This design comes from an exercise in tuning for small area on the open sky130 flow, not from production work. Function was checked by simulation only, so behaviour that the tests miss may differ from the original. Power is estimated from default activity; no workload was simulated.

## pcpu
module pcpu (
    input  logic        clock,
    input  logic        reset,
    input  logic        enable,
    input  logic        start,
    input  logic [15:0] i_datain,
    output logic [7:0]  i_addr,
    input  logic [15:0] d_datain,
    output logic [7:0]  d_addr,
    output logic [15:0] d_dataout,
    output logic        d_we,
    input  logic [3:0]  select_y,
    output logic [15:0] y
);
export LEC_CHECK = 0
export CAP_MARGIN = 20
export CORE_MARGIN = 2
export CORE_UTILIZATION = 50
export GPL_TIMING_DRIVEN = 0
export SLEW_MARGIN = 20
create_clock -name core_clock -period 10.0 [get_ports {clock}]
standard.sh (not shown) runs the stock make flow with config.mk's settings and CLKGATE_MAP_FILE= SYNTH_SCRIPT=/design/flow/synth_recipe.tcl, a recipe that flattens the netlist after the stock synthesis.
==> flow/flow/run.sh <==
#!/bin/bash
# Layout flow: the standard flow (standard.sh) with changes that only
# affect which cells implement the logic:
#  - synthesis maps the logic with an area-oriented ABC script (area.abc);
#    everything else in synthesis, registers included, is the standard flow's own
#  - the port buffers are buf_1 cells
#  - clock tree synthesis uses small clock buffers and no dummy loads
# Each tool's output goes to a log file of its own in this folder.
set -euo pipefail
W=$(pwd)
F=$W/flow

# Synthesis script: the standard flow's, with ABC's mapping script replaced
first=$(head -n 1 synth_recipe.tcl)
if [[ "$first" != 'proc synth {args} { yosys synth -nofsm -noshare {*}$args }' ]]; then
  echo "unexpected synth_recipe.tcl first line: $first" >&2
  exit 1
fi
{
  echo 'proc synth {args} {'
  echo '  uplevel #0 { set abc_args [list -script $::env(AREA_ABC_SCRIPT) {*}$lib_args {*}$lib_dont_use_args -constr $::env(OBJECTS_DIR)/abc.constr] }'
  echo '  yosys synth -nofsm -noshare {*}$args'
  echo '}'
  tail -n +2 synth_recipe.tcl
} > area_synth.tcl

# standard.sh with the synthesis script replaced
sed "s#SYNTH_SCRIPT=[^ ]*#SYNTH_SCRIPT=$W/area_synth.tcl#" standard.sh > area_standard.sh
grep -q "SYNTH_SCRIPT=$W/area_synth.tcl" area_standard.sh

export AREA_ABC_SCRIPT=$F/area.abc
export BUFFER_PORTS_ARGS="-buffer_cell sky130_fd_sc_hd__buf_1"
export CTS_ARGS="-sink_clustering_enable -repair_clock_nets -dont_use_dummy_load -buf_list {sky130_fd_sc_hd__clkbuf_2 sky130_fd_sc_hd__clkbuf_4 sky130_fd_sc_hd__clkbuf_8}"

bash area_standard.sh finish > $W/flow_make.log 2>&1
test -f $W/out/final.def
==> flow/flow/area.abc <==
strash
dch
amap
strash
dch
amap
topo
stime -c
The starting point finished with timing, DRC and antenna clean.
Rerun with:
--- a/flow/flow/run.sh
+++ b/flow/flow/run.sh
@@ -4 +4,2 @@
-#  - synthesis maps the logic with an area-oriented ABC script (area.abc);
+#  - synthesis maps the logic with an area-oriented ABC script (area.abc:
+#    a 30-second &deepsyn restructuring, then area mapping with amap);
==> flow/flow/area.abc (replaced) <==
strash
&get -n
&deepsyn -T 30
&put
dch -f
amap
strash
dch
amap
topo
stime -c
--- a/flow/config.mk
+++ b/flow/config.mk
@@ -8 +8 @@
-export CAP_MARGIN = 20
+export CAP_MARGIN = 0
@@ -10 +10 @@
-export CORE_UTILIZATION = 50
+export CORE_UTILIZATION = 80
@@ -12 +12 @@
-export SLEW_MARGIN = 20
+export SLEW_MARGIN = 0
- The changed run never finished: it broke off in 5_1_grt
- synthesized area decreases by about 4%
- synthesized cell count went down by about 10%
Rerun with:
--- a/flow/flow/run.sh
+++ b/flow/flow/run.sh
@@ -4,2 +4 @@
-#  - synthesis maps the logic with an area-oriented ABC script (area.abc:
-#    a 30-second &deepsyn restructuring, then area mapping with amap);
+#  - synthesis maps the logic with an area-oriented ABC script (area.abc);
@@ -34 +33,2 @@
-export CTS_ARGS="-sink_clustering_enable -repair_clock_nets -dont_use_dummy_load -buf_list {sky130_fd_sc_hd__clkbuf_2 sky130_fd_sc_hd__clkbuf_4 sky130_fd_sc_hd__clkbuf_8}"
+export CTS_ARGS="-sink_clustering_enable -repair_clock_nets -dont_use_dummy_load -sink_clustering_size 40 -sink_clustering_max_diameter 150 -buf_list {sky130_fd_sc_hd__clkbuf_2 sky130_fd_sc_hd__clkbuf_4 sky130_fd_sc_hd__clkbuf_8}"
+export RECOVER_POWER=100
==> flow/flow/area.abc (replaced) <==
strash
dch
amap
strash
dch
amap
topo
stime -c
--- a/flow/config.mk
+++ b/flow/config.mk
@@ -8 +8 @@
-export CAP_MARGIN = 0
+export CAP_MARGIN = 20
@@ -10 +10 @@
-export CORE_UTILIZATION = 80
+export CORE_UTILIZATION = 65
@@ -12 +12 @@
-export SLEW_MARGIN = 0
+export SLEW_MARGIN = 20
Result: Now the flow passed the timing, design-rule and antenna checks. Synthesized area climbs by 4.1%. Synthesized cell count climbs by about 11%.


trial 95:
pcpu again, from the RTL that the note above started with.
clock: 10.0 ns
lec_check: 0
cap_margin: 20
core_margin: 2
core_utilization: 50
gpl_timing_driven: 0
slew_margin: 20
==> flow/flow/run.sh <==
#!/bin/bash
# Layout flow: the standard flow (standard.sh) with changes that only
# affect which cells implement the logic:
#  - synthesis maps the logic with an area-oriented ABC script (area.abc:
#    a 30-second &deepsyn restructuring, then area mapping with amap);
#    everything else in synthesis, registers included, is the standard flow's own
#  - the port buffers are buf_1 cells
#  - clock tree synthesis uses small clock buffers and no dummy loads
# Each tool's output goes to a log file of its own in this folder.
set -euo pipefail
W=$(pwd)
F=$W/flow

# Synthesis script: the standard flow's, with ABC's mapping script replaced
first=$(head -n 1 synth_recipe.tcl)
if [[ "$first" != 'proc synth {args} { yosys synth -nofsm -noshare {*}$args }' ]]; then
  echo "unexpected synth_recipe.tcl first line: $first" >&2
  exit 1
fi
{
  echo 'proc synth {args} {'
  echo '  uplevel #0 { set abc_args [list -script $::env(AREA_ABC_SCRIPT) {*}$lib_args {*}$lib_dont_use_args -constr $::env(OBJECTS_DIR)/abc.constr] }'
  echo '  yosys synth -nofsm -noshare {*}$args'
  echo '}'
  tail -n +2 synth_recipe.tcl
} > area_synth.tcl

# standard.sh with the synthesis script replaced
sed "s#SYNTH_SCRIPT=[^ ]*#SYNTH_SCRIPT=$W/area_synth.tcl#" standard.sh > area_standard.sh
grep -q "SYNTH_SCRIPT=$W/area_synth.tcl" area_standard.sh

export AREA_ABC_SCRIPT=$F/area.abc
export BUFFER_PORTS_ARGS="-buffer_cell sky130_fd_sc_hd__buf_1"
export CTS_ARGS="-sink_clustering_enable -repair_clock_nets -dont_use_dummy_load -buf_list {sky130_fd_sc_hd__clkbuf_2 sky130_fd_sc_hd__clkbuf_4 sky130_fd_sc_hd__clkbuf_8}"

bash area_standard.sh finish > $W/flow_make.log 2>&1
test -f $W/out/final.def
==> flow/flow/area.abc <==
strash
&get -n
&deepsyn -T 30
&put
dch -f
amap
strash
dch
amap
topo
stime -c
Edits applied to the flow inputs when going from trial 95 to trial 84:
# trial 95
export LEC_CHECK = 0
export CAP_MARGIN = 20
export CORE_MARGIN = 2
export CORE_UTILIZATION = 50
export GPL_TIMING_DRIVEN = 0
export SLEW_MARGIN = 20
create_clock -name core_clock -period 10.0 [get_ports {clock}]
# trial 84
export LEC_CHECK = 0
export CAP_MARGIN = 5
export CORE_MARGIN = 2
export CORE_UTILIZATION = 65
export GPL_TIMING_DRIVEN = 0
export SLEW_MARGIN = 5
create_clock -name core_clock -period 10.0 [get_ports {clock}]
--- outcome ---
Clock-pin slew on the worst setup and hold paths: trial 95 vs trial 84, no meaningful difference. Total power delta for trial 84 relative to trial 95: 24% lower. Diff trial 95 -> trial 84: post-CTS resize count fell by 4, setup slack fell by 190 ps, clock network power share rose by 4.7 points.


pcpu, a different RTL version from the one above (not shown whole).
Size in the first run: ~710 cells after synthesis, roughly 6200 um^2 of cells after synthesis.
==> flow/design.v (excerpt) <==
module pcpu (
    input  logic        clock,
    input  logic        reset,
    input  logic        enable,
    input  logic        start,
    input  logic [15:0] i_datain,
    output logic [7:0]  i_addr,
    input  logic [15:0] d_datain,
    output logic [7:0]  d_addr,
    output logic [15:0] d_dataout,
    output logic        d_we,
    input  logic [3:0]  select_y,
    output logic [15:0] y
);
export LEC_CHECK = 0
export CAP_MARGIN = 0
export CORE_MARGIN = 2
export CORE_UTILIZATION = 65
export GPL_TIMING_DRIVEN = 0
export SLEW_MARGIN = 0
export SYNTH_HIERARCHICAL = 1
export SYNTH_MINIMUM_KEEP_SIZE = 0
create_clock -name core_clock -period 10.0 [get_ports {clock}]
==> flow/flow/run.sh <==
#!/bin/bash
# Layout flow: the standard flow (standard.sh) with changes that only
# affect which cells implement the logic:
#  - synthesis maps the logic with an area-oriented ABC script (area.abc:
#    a 30-second &deepsyn restructuring, then area mapping with amap) and
#    leaves full adders to ABC (no ADDER_MAP_FILE step); everything else in
#    synthesis, registers included, is the standard flow's own
#  - the port buffers are buf_1 cells
#  - clock tree synthesis uses small clock buffers and no dummy loads
# Each tool's output goes to a log file of its own in this folder.
set -euo pipefail
W=$(pwd)
F=$W/flow

# Synthesis script: the standard flow's, with ABC's mapping script replaced
first=$(head -n 1 synth_recipe.tcl)
if [[ "$first" != 'proc synth {args} { yosys synth -nofsm -noshare {*}$args }' ]]; then
  echo "unexpected synth_recipe.tcl first line: $first" >&2
  exit 1
fi
{
  echo 'proc synth {args} {'
  echo '  uplevel #0 { set abc_args [list -script $::env(AREA_ABC_SCRIPT) {*}$lib_args {*}$lib_dont_use_args -constr $::env(OBJECTS_DIR)/abc.constr] }'
  echo '  yosys synth -nofsm -noshare {*}$args'
  echo '}'
  tail -n +2 synth_recipe.tcl
} > area_synth.tcl

# standard.sh with the synthesis script replaced and no adder mapping step
sed "s#SYNTH_SCRIPT=[^ ]*#SYNTH_SCRIPT=$W/area_synth.tcl ADDER_MAP_FILE=#" standard.sh > area_standard.sh
grep -q "SYNTH_SCRIPT=$W/area_synth.tcl ADDER_MAP_FILE=" area_standard.sh

export AREA_ABC_SCRIPT=$F/area.abc
export BUFFER_PORTS_ARGS="-buffer_cell sky130_fd_sc_hd__buf_1"
export CTS_ARGS="-sink_clustering_enable -repair_clock_nets -dont_use_dummy_load -buf_list {sky130_fd_sc_hd__clkbuf_2 sky130_fd_sc_hd__clkbuf_4 sky130_fd_sc_hd__clkbuf_8}"

bash area_standard.sh finish > $W/flow_make.log 2>&1
test -f $W/out/final.def
Scripts as last shown in full above: flow/flow/area.abc
The baseline completed and failed the layout checks on max-capacitance violations, max-slew violations.
==> next run, changes <==
--- a/flow/config.mk
+++ b/flow/config.mk
@@ -8 +8 @@
-export CAP_MARGIN = 0
+export CAP_MARGIN = 5
@@ -12 +12 @@
-export SLEW_MARGIN = 0
+export SLEW_MARGIN = 5
After rerunning: The changed run ran to the end with no violations. Core utilization climbs by 0.49 points. Global-route usage stays flat. Register-to-register slack degrades by 0.42 ns. Die area does not change. Hold slack degrades by 0.021 ns. Clock skew climbs by 0.013 ns. Sequential share of layout area drops by 0.28 points. Worst setup slack improves by 0.015 ns. Total power hardly moves.

[afterwards: timing with drivers on the ports]
The results above use ideal ports. As a check the final layouts listed here were re-extracted and re-timed, cells and wires unchanged.
Step 1, drivers: a clkbuf_16 drives clock and a buf_2 each remaining input, both assumed.
Step 2, shift: input delay + t, output delay - t, t = (earliest + latest rising clock arrival at the registers) / 2. This alone moves slack from input paths to output paths.
a / b / c = ideal ports / drivers / drivers and shift; a / b = the first two.
| run | t (ns) | setup slack, ns | latest minus earliest clock arrival (ns) | slew at the worst register clock pin (ns) | cell pins on the clock port's net |
|---|---|---|---|---|---|
| the first run of note 1 | 0.481 | 0.351 / 0.325 / 0.325 | 0.034 / 0.034 | 0.09 / 0.09 | 1 |
| the third run of note 1 | 0.480 | 0.236 / 0.212 / 0.212 | 0.019 / 0.019 | 0.08 / 0.08 | 1 |
| trial 95 | 0.472 | 0.523 / 0.496 / 0.496 | 0.036 / 0.036 | 0.09 / 0.09 | 1 |
| trial 84 | 0.470 | 0.338 / 0.318 / 0.318 | 0.031 / 0.031 | 0.09 / 0.09 | 1 |
| the first run of note 3 | 0.471 | 0.625 / 0.593 / 0.195 | 0.025 / 0.025 | 0.08 / 0.08 | 1 |
| the second run of note 3 | 0.468 | 0.641 / 0.641 / 0.211 | 0.037 / 0.037 | 0.09 / 0.09 | 1 |
